Source: an optimization exercise on an open RTL-to-GDS flow (aim: small area, a short achievable clock period and few clock cycles per item). Production flows keep margins and buffers that such runs may drop.
Function was checked by simulation only, so behaviour that the tests miss may differ from the original.

<file path="design/flow/run.sh">
#!/bin/bash
# synth_recipe.tcl (not shown) runs the flow's synth.tcl, then flattens the netlist and writes it again
# the make line also repeats each setting of config.mk as NAME=value (left out here)
make -C /OpenROAD-flow-scripts/flow DESIGN_CONFIG=/design/flow/config.mk WORK_HOME=/design/flow/orfs CLKGATE_MAP_FILE= SYNTH_SCRIPT=/design/flow/synth_recipe.tcl finish
</file>
<file path="design/flow/design.v">
package idc_pkg;
	localparam int unsigned DAYS_PER_YEAR = 365;
	localparam int unsigned HUNDRED       = 100;
	localparam int unsigned RECIP_100     = 5243;   
	localparam int unsigned RECIP_SHIFT   = 19;
	localparam int unsigned COUNT_MAX     = 4194303;
	typedef struct packed {
		logic [4:0]  start_day;
		logic [3:0]  start_month;
		logic [13:0] start_year;
		logic [4:0]  end_day;
		logic [3:0]  end_month;
		logic [13:0] end_year;
	} date_pair_t;
	typedef struct packed {
		logic [21:0] day_count;
		logic        order_error;
	} result_t;
	typedef struct packed {
		logic load;      
		logic sel_end;   
		logic calc_a;    
		logic calc_b;    
		logic out_load;  
	} dp_cmd_t;
	function automatic logic [8:0] days_before_month(input logic [3:0] idx);
		case (idx)
			4'd0:    days_before_month = 9'd0;
			4'd1:    days_before_month = 9'd31;
			4'd2:    days_before_month = 9'd59;
			4'd3:    days_before_month = 9'd90;
			4'd4:    days_before_month = 9'd120;
			4'd5:    days_before_month = 9'd151;
			4'd6:    days_before_month = 9'd181;
			4'd7:    days_before_month = 9'd212;
			4'd8:    days_before_month = 9'd243;
			4'd9:    days_before_month = 9'd273;
			4'd10:   days_before_month = 9'd304;
			4'd11:   days_before_month = 9'd334;
			default: days_before_month = 9'd365;
		endcase
	endfunction
endpackage
module idc_controller (
	input  logic    clk,
	input  logic    arst_n,
	input  logic    in_valid,
	output logic    in_ready,
	output logic    out_valid,
	input  logic    out_ready,
	output idc_pkg::dp_cmd_t cmd
);
	typedef enum logic [5:0] {
		ST_IDLE = 6'b000001,
		ST_SA   = 6'b000010,
		ST_SB   = 6'b000100,
		ST_EA   = 6'b001000,
		ST_EB   = 6'b010000,
		ST_FIN  = 6'b100000
	} state_t;
	state_t state_q;
	state_t state_d;
	logic   out_valid_q;
	logic   in_fire;
	assign in_ready = (state_q == ST_IDLE);
	assign in_fire  = in_valid && in_ready;
	always_comb begin
		state_d      = state_q;
		cmd          = '0;
		cmd.load     = in_fire;
		case (state_q)
			ST_IDLE: begin
				if (in_fire) begin
					state_d = ST_SA;
				end
			end
			ST_SA: begin
				cmd.calc_a = 1'b1;
				state_d    = ST_SB;
			end
			ST_SB: begin
				cmd.calc_b = 1'b1;
				state_d    = ST_EA;
			end
			ST_EA: begin
				cmd.sel_end = 1'b1;
				cmd.calc_a  = 1'b1;
				state_d     = ST_EB;
			end
			ST_EB: begin
				cmd.sel_end = 1'b1;
				cmd.calc_b  = 1'b1;
				state_d     = ST_FIN;
			end
			ST_FIN: begin
				if (!out_valid_q || out_ready) begin
					cmd.out_load = 1'b1;
					state_d      = ST_IDLE;
				end
			end
			default: begin
				state_d = ST_IDLE;
			end
		endcase
	end
	always_ff @(posedge clk or negedge arst_n) begin
		if (!arst_n) begin
			state_q     <= ST_IDLE;
			out_valid_q <= 1'b0;
		end else begin
			state_q <= state_d;
			if (cmd.out_load) begin
				out_valid_q <= 1'b1;
			end else if (out_ready) begin
				out_valid_q <= 1'b0;
			end
		end
	end
	assign out_valid = out_valid_q;
endmodule
module idc_datapath #(
	parameter int unsigned MAX_YEAR = 9999
) (
	input  logic       clk,
	input  idc_pkg::dp_cmd_t    cmd,
	input  idc_pkg::date_pair_t in_data,
	output idc_pkg::result_t    result
);
	idc_pkg::date_pair_t dates_q;
	logic [4:0]  day_sel;
	logic [3:0]  month_sel;
	logic [13:0] year_sel;
	logic [13:0] year_c;
	logic [13:0] prior;
	logic [3:0]  month_idx;
	logic [22:0] p365_q;
	logic [26:0] p100_q;
	logic [24:0] p400_q;
	logic [26:0] py_q;
	logic [11:0] q4_q;
	logic [13:0] year_q;
	logic [9:0]  day_month_q;
	logic        late_q;
	logic [7:0]  q100;
	logic [5:0]  q400;
	logic [7:0]  yq100;
	logic [14:0] yq_x100;
	logic        rem100_zero;
	logic        leap;
	logic [22:0] serial;
	logic [22:0] start_ser_q;
	logic [22:0] end_ser_q;
	logic [23:0] diff;
	logic [23:0] cnt;
	idc_pkg::result_t     res_d;
	idc_pkg::result_t     res_q;
	always_comb begin
		day_sel   = cmd.sel_end ? dates_q.end_day   : dates_q.start_day;
		month_sel = cmd.sel_end ? dates_q.end_month : dates_q.start_month;
		year_sel  = cmd.sel_end ? dates_q.end_year  : dates_q.start_year;
		if (year_sel == 14'd0) begin
			year_c = 14'd1;
		end else if ({3'b000, year_sel} > 17'(MAX_YEAR)) begin
			year_c = 14'(MAX_YEAR);
		end else begin
			year_c = year_sel;
		end
		prior = year_c - 14'd1;
		if (month_sel == 4'd0) begin
			month_idx = 4'd0;
		end else if (month_sel > 4'd13) begin
			month_idx = 4'd12;
		end else begin
			month_idx = month_sel - 4'd1;
		end
	end
	always_ff @(posedge clk) begin
		if (cmd.load) begin
			dates_q <= in_data;
		end
		if (cmd.calc_a) begin
			p365_q      <= 23'(prior) * 23'(idc_pkg::DAYS_PER_YEAR);
			p100_q      <= 27'(prior) * 27'(idc_pkg::RECIP_100);
			p400_q      <= 25'(prior[13:2]) * 25'(idc_pkg::RECIP_100);
			py_q        <= 27'(year_c) * 27'(idc_pkg::RECIP_100);
			q4_q        <= prior[13:2];
			year_q      <= year_c;
			day_month_q <= 10'(idc_pkg::days_before_month(month_idx)) + 10'(day_sel);
			late_q      <= (month_sel >= 4'd3);
		end
	end
	always_comb begin
		q100        = p100_q[26:idc_pkg::RECIP_SHIFT];
		q400        = p400_q[24:idc_pkg::RECIP_SHIFT];
		yq100       = py_q[26:idc_pkg::RECIP_SHIFT];
		yq_x100     = 15'(yq100) * 15'(idc_pkg::HUNDRED);
		rem100_zero = ({1'b0, year_q} == yq_x100);
		leap = ((year_q[1:0] == 2'd0) && !rem100_zero)
			|| (rem100_zero && (yq100[1:0] == 2'd0));
		serial = p365_q + 23'(q4_q) - 23'(q100) + 23'(q400)
			+ 23'(day_month_q) + 23'(leap && late_q);
	end
	always_ff @(posedge clk) begin
		if (cmd.calc_b) begin
			if (cmd.sel_end) begin
				end_ser_q <= serial;
			end else begin
				start_ser_q <= serial;
			end
		end
	end
	always_comb begin
		diff = {1'b0, end_ser_q} - {1'b0, start_ser_q};
		cnt  = diff + 24'd1;
		if (diff[23]) begin
			res_d.day_count   = '0;
			res_d.order_error = 1'b1;
		end else begin
			res_d.day_count   = (cnt > 24'(idc_pkg::COUNT_MAX)) ? 22'(idc_pkg::COUNT_MAX) : cnt[21:0];
			res_d.order_error = 1'b0;
		end
	end
	always_ff @(posedge clk) begin
		if (cmd.out_load) begin
			res_q <= res_d;
		end
	end
	assign result = res_q;
endmodule
module inclusive_day_count_between_dates #(
	parameter int unsigned MAX_YEAR = 9999
) (
	input  logic        clk,
	input  logic        arst_n,
	input  logic        dates_valid,
	output logic        dates_ready,
	input  logic [4:0]  dates_start_day,
	input  logic [3:0]  dates_start_month,
	input  logic [13:0] dates_start_year,
	input  logic [4:0]  dates_end_day,
	input  logic [3:0]  dates_end_month,
	input  logic [13:0] dates_end_year,
	output logic        result_valid,
	input  logic        result_ready,
	output logic [21:0] result_day_count,
	output logic        result_order_error
);
	idc_pkg::dp_cmd_t    cmd;
	idc_pkg::result_t    res;
	idc_pkg::date_pair_t in_data;
	assign in_data.start_day   = dates_start_day;
	assign in_data.start_month = dates_start_month;
	assign in_data.start_year  = dates_start_year;
	assign in_data.end_day     = dates_end_day;
	assign in_data.end_month   = dates_end_month;
	assign in_data.end_year    = dates_end_year;
	idc_controller u_ctrl (
		.clk       (clk),
		.arst_n    (arst_n),
		.in_valid  (dates_valid),
		.in_ready  (dates_ready),
		.out_valid (result_valid),
		.out_ready (result_ready),
		.cmd       (cmd)
	);
	idc_datapath #(
		.MAX_YEAR (MAX_YEAR)
	) u_dp (
		.clk     (clk),
		.cmd     (cmd),
		.in_data (in_data),
		.result  (res)
	);
	assign result_day_count   = res.day_count;
	assign result_order_error = res.order_error;
endmodule
</file>
<file path="design/flow/constraint.sdc">
create_clock -name core_clock -period 10.0 [get_ports {clk}]
set_input_delay 2.0000 -clock core_clock [delete_from_list [all_inputs] [get_ports {clk}]]
set_output_delay 2.0000 -clock core_clock [all_outputs]
set_load 0.01 [all_outputs]
</file>
<file path="design/flow/config.mk">
export PLATFORM = sky130hd
export DESIGN_NAME = inclusive_day_count_between_dates
export DESIGN_NICKNAME = inclusive_day_count_between_dates
export VERILOG_FILES = /design/flow/design.v
export SDC_FILE = /design/flow/constraint.sdc
export NUM_CORES = 4
export LEC_CHECK = 0
export CAP_MARGIN = 20
export CORE_MARGIN = 2
export CORE_UTILIZATION = 40
export SLEW_MARGIN = 20
</file>
==> results.txt <==
[stage by stage]
stage	area [sq um]	instances	setup WS, ns
after detailed placement	25100	3052	0.516
after global routing	26000	3100	0.0882
after global placement	25100	3052	0.786
after CTS	26000	3100	0.520
after floorplan	23300	2197	0.952
final	26000	3100	0.715
[placed cells by master, fill, tap and decap left out, drive strengths merged, types with 7 or more instances in the layout]
master | synthesis | final
and3 | 15 | 15
o21a | 9 | 9
nor3 | 29 | 29
mux2i | 17 | 17
ha | 428 | 428
and2 | 11 | 11
mux2 | 7 | 7
o21bai | 12 | 12
a21boi | 7 | 7
a31oi | 7 | 7
a21o | 36 | 36
nand2 | 73 | 73
inv | 522 | 524
nor2 | 91 | 91
clkbuf | 7 | 37
nand2b | 8 | 8
buf | 7 | 30
nor4 | 16 | 16
or3 | 13 | 13
clkinv | 0 | 7
nor3b | 7 | 7
nand4 | 12 | 12
clkdlybuf4s50 | 0 | 74
a211oi | 10 | 10
fa | 235 | 235
edfxtp | 197 | 197
nand3 | 36 | 36
a21oi | 74 | 74
nor2b | 11 | 11
xor2 | 33 | 33
xnor2 | 100 | 100
o21ai | 70 | 70
[critical path, delay by kind of cell, from the launching register on]
kind | cells | cell delay (ns)
AO/OA/AOI/OAI | 10 | 2.31
XOR/XNOR | 4 | 1.01
adder cells (fa/ha/maj) | 8 | 3.13
buffers and inverters | 4 | 0.53
flip-flops | 1 | 0.51
AND/OR/NAND/NOR | 5 | 1.50
[worst max-delay path by stage]
stage | start | endpoint | slack [ns] | cells past startpoint
finish | u_ctrl.state_q[3] | u_dp.p400_q[24] | 0.72 | 31
global route | u_ctrl.state_q[3] | u_dp.p400_q[24] | 0.09 | 36
CTS | u_ctrl.state_q[3] | u_dp.p400_q[24] | 0.52 | 36
detailed placement | u_ctrl.state_q[3] | u_dp.p400_q[24] | 0.52 | 36
global placement | u_ctrl.state_q[3] | u_dp.p400_q[24] | 0.79 | 37
floorplan | u_ctrl.state_q[2] | u_dp.p400_q[24] | 0.95 | 34
[routing by layer]
layer,GRT usage,routed length [um]
met1,0.238,23900
met2,0.326,25800
met3,0.0167,1540
met4,0.0321,862
met5,0,0
[final cells by class]
type | instances | area share
timing repair buffer | 104 | 0.0372
tap | 765 | 0.0368
clock buffer | 37 | 0.0270
multi-input combinational | 1457 | 0.585
clock inverter | 11 | 0.00409
sequential | 204 | 0.235
inverter | 522 | 0.0754
[logic make-up after synthesis]
family / Yosys count
fa+ha+maj: 663
buf+inv: 536
flops: 204
mux: 24
compound gates: 297
simple gates: 340
xor+xnor: 133
[what timing repair did]
| item | CTS | global route |
|---|---|---|
| resized for setup | 0 | 2 |
| hold endpoints to repair | 0 | 0 |
| setup endpoints to repair | 0 | 8 |
[flip-flops by register name (all words and copies together) (netlist names)]
name                flops
u_ctrl.out_valid_q      1
u_ctrl.state_q          6
u_dp.dates_q           46
u_dp.day_month_q       10
u_dp.end_ser_q         23
u_dp.late_q             1
u_dp.p100_q             9
u_dp.p365_q            22
u_dp.p400_q             6
u_dp.py_q               8
u_dp.q4_q              12
u_dp.res_q             23
u_dp.start_ser_q       23
u_dp.year_q            14
==> reports/metrics.yaml <==
routing:
  detail-route-antenna-nets: 0
  viasPerCell: 4.92
  drc: 0
  vias: 15300
  wl_per_cell_um: 16.8
  wl_um: 52100
  drt_iter0_drc: 603
  drt-pass1-iter-count: 7
floorplanning:
  top_level_ports: 75
  die_area_sq_um: 60100
  initial_utilization: 0.404
  placementRows: 88
  die_h_um: 245
  core_sq_um: 57600
  die_width_um: 245
synth:
  ys_ff_latch: 204
  synthCells: 2197
  synth_edf_count: 197
  yosysTopAreaCellShare: 0.254
  synth_adder_area_share: 0.432
  synth_warnings: 2
  ys_types: 80
  ys_async_sr_fraction: 0.0343
  synth_xor_area_frac: 0.0504
  yosysTopAreaCell: "edfxtp_1"
  syn_area_sq_um: 23300
  synth-compound-area-share: 0.0842
  synth-seq-area-share: 0.262
  synth_common_cells: "522 x inv_1, 428 x ha_1, 235 x fa_1"
  yosys-top-cells-area: "edfxtp_1 25%, ha_1 23%, fa_1 20%, inv_1 8.4%, xnor2_1 3.7%"
  synth_simple_gate_area_frac: 0.0738
  synth_most_common_cell: "inv_1"
  muxShareOfSynthArea: 0.0107
  syn_avg_cell_area_sq_um: 10.6
  synth_top_family_by_area: "adder cells"
  synth_ff_type: "edfxtp_1"
  syn_nets: 2910
setup_path:
  required_ns: 10.31
  crit_fanout: 19
  worst_path_max_delay_cell: "fa_1"
  reg2reg_slack_ns: 0.72
  reg2reg_depth: 31
  criticalPathCategory: "flop to flop"
  reg2reg_to: "u_dp.p400_q[24]"
  r2r-start: "u_ctrl.state_q[3]"
  crit_top_cell: "ha_1"
  crit_path_max_incr_delay_ns: 0.54
  endpoint_kind: "flop"
  critPathArrivalTime_ns: 9.60
  cp-start-kind: "flop"
min_path:
  hold_path_depth: 2
  min_from: "u_ctrl.out_valid_q"
  min_path_type: "flop to flop"
  holdPathEnd: "u_ctrl.out_valid_q"
clocking:
  cts-root-buf: "clkbuf_16"
  cts_buffers: 26
  cts.path.max_buffers: 3
  post_cts_buffers: 0
  cts_hold_buffers: 0
  path_clk_slew_ns: 0.06
  clk_latency_ns: 0.56
  cts_tree: "yes"
  clock-sinks: 204
  htree_levels: 1
timing:
  fin_setup_tns_ns: 0
  setup_violations: 0
  hold_violations: 0
  worst_pin_slew_ns: 1.04
  drv_slew: 0
  final.period_utilization: 0.928
  holdWs_ns: 0.596
  relSlewSlack: 0.309
  max_clock_freq_mhz: 108
  fin_crit_ns: 9.28
  rsz0062_at_grt: "no"
  finClkSkew_ns: 0.0323
finish:
  nets: 3028
  multi_input_comb_area_sq_um: 15200
  num-fill-cells: 5360
  fin_util: 0.451
  seqCellArea_sq_um: 6090
  layout-drive-gt1-share: 0.0437
  n_antenna_cell: 0
  area_growth_pct: 11.6
placed_design:
  portBuffers: 74
  place_hpwl_um: 44600
  gp_congestion: 0.906
grt:
  grt.total_usage: 0.181
  grt_pass1_wl_um: 86400
  grt_pass1_vias: 16400
  grt-ovfl-total: 0
  grt_max_degree: 76
  antenna_found_initial: 0
job:
  cap_violations: 0
outcome:
  status: "finished clean"
Testbench counts, summed over its fixed seeds: cycles 19,208, items 3,200.

what the ideal ports hide:
How much do the figures lean on ideal ports? The routed layout below was timed once more, with nothing changed but the port constraints.
Step 1 sets driving cells, clkbuf_16 on the clock port and buf_2 on the other inputs (assumed; they add their load-dependent delay and slew).
Step 2 also shifts input and output timing later by t, the mid clock arrival at the registers, as if the neighbouring blocks saw the same clock.
Slacks: ideal ports / drivers / drivers and shift; pairs: ideal ports / drivers.
shift t [ns]: 0.595
setup slack, ns: 0.715 / 0.715 / 0.715
worst setup path after step 2: register to register
worst slew at a driven data input, ns: 0.07
After both steps this run still meets setup and hold. The setup slack of this run moves by 0.000 ns with the drivers and by 0.000 ns with both steps.
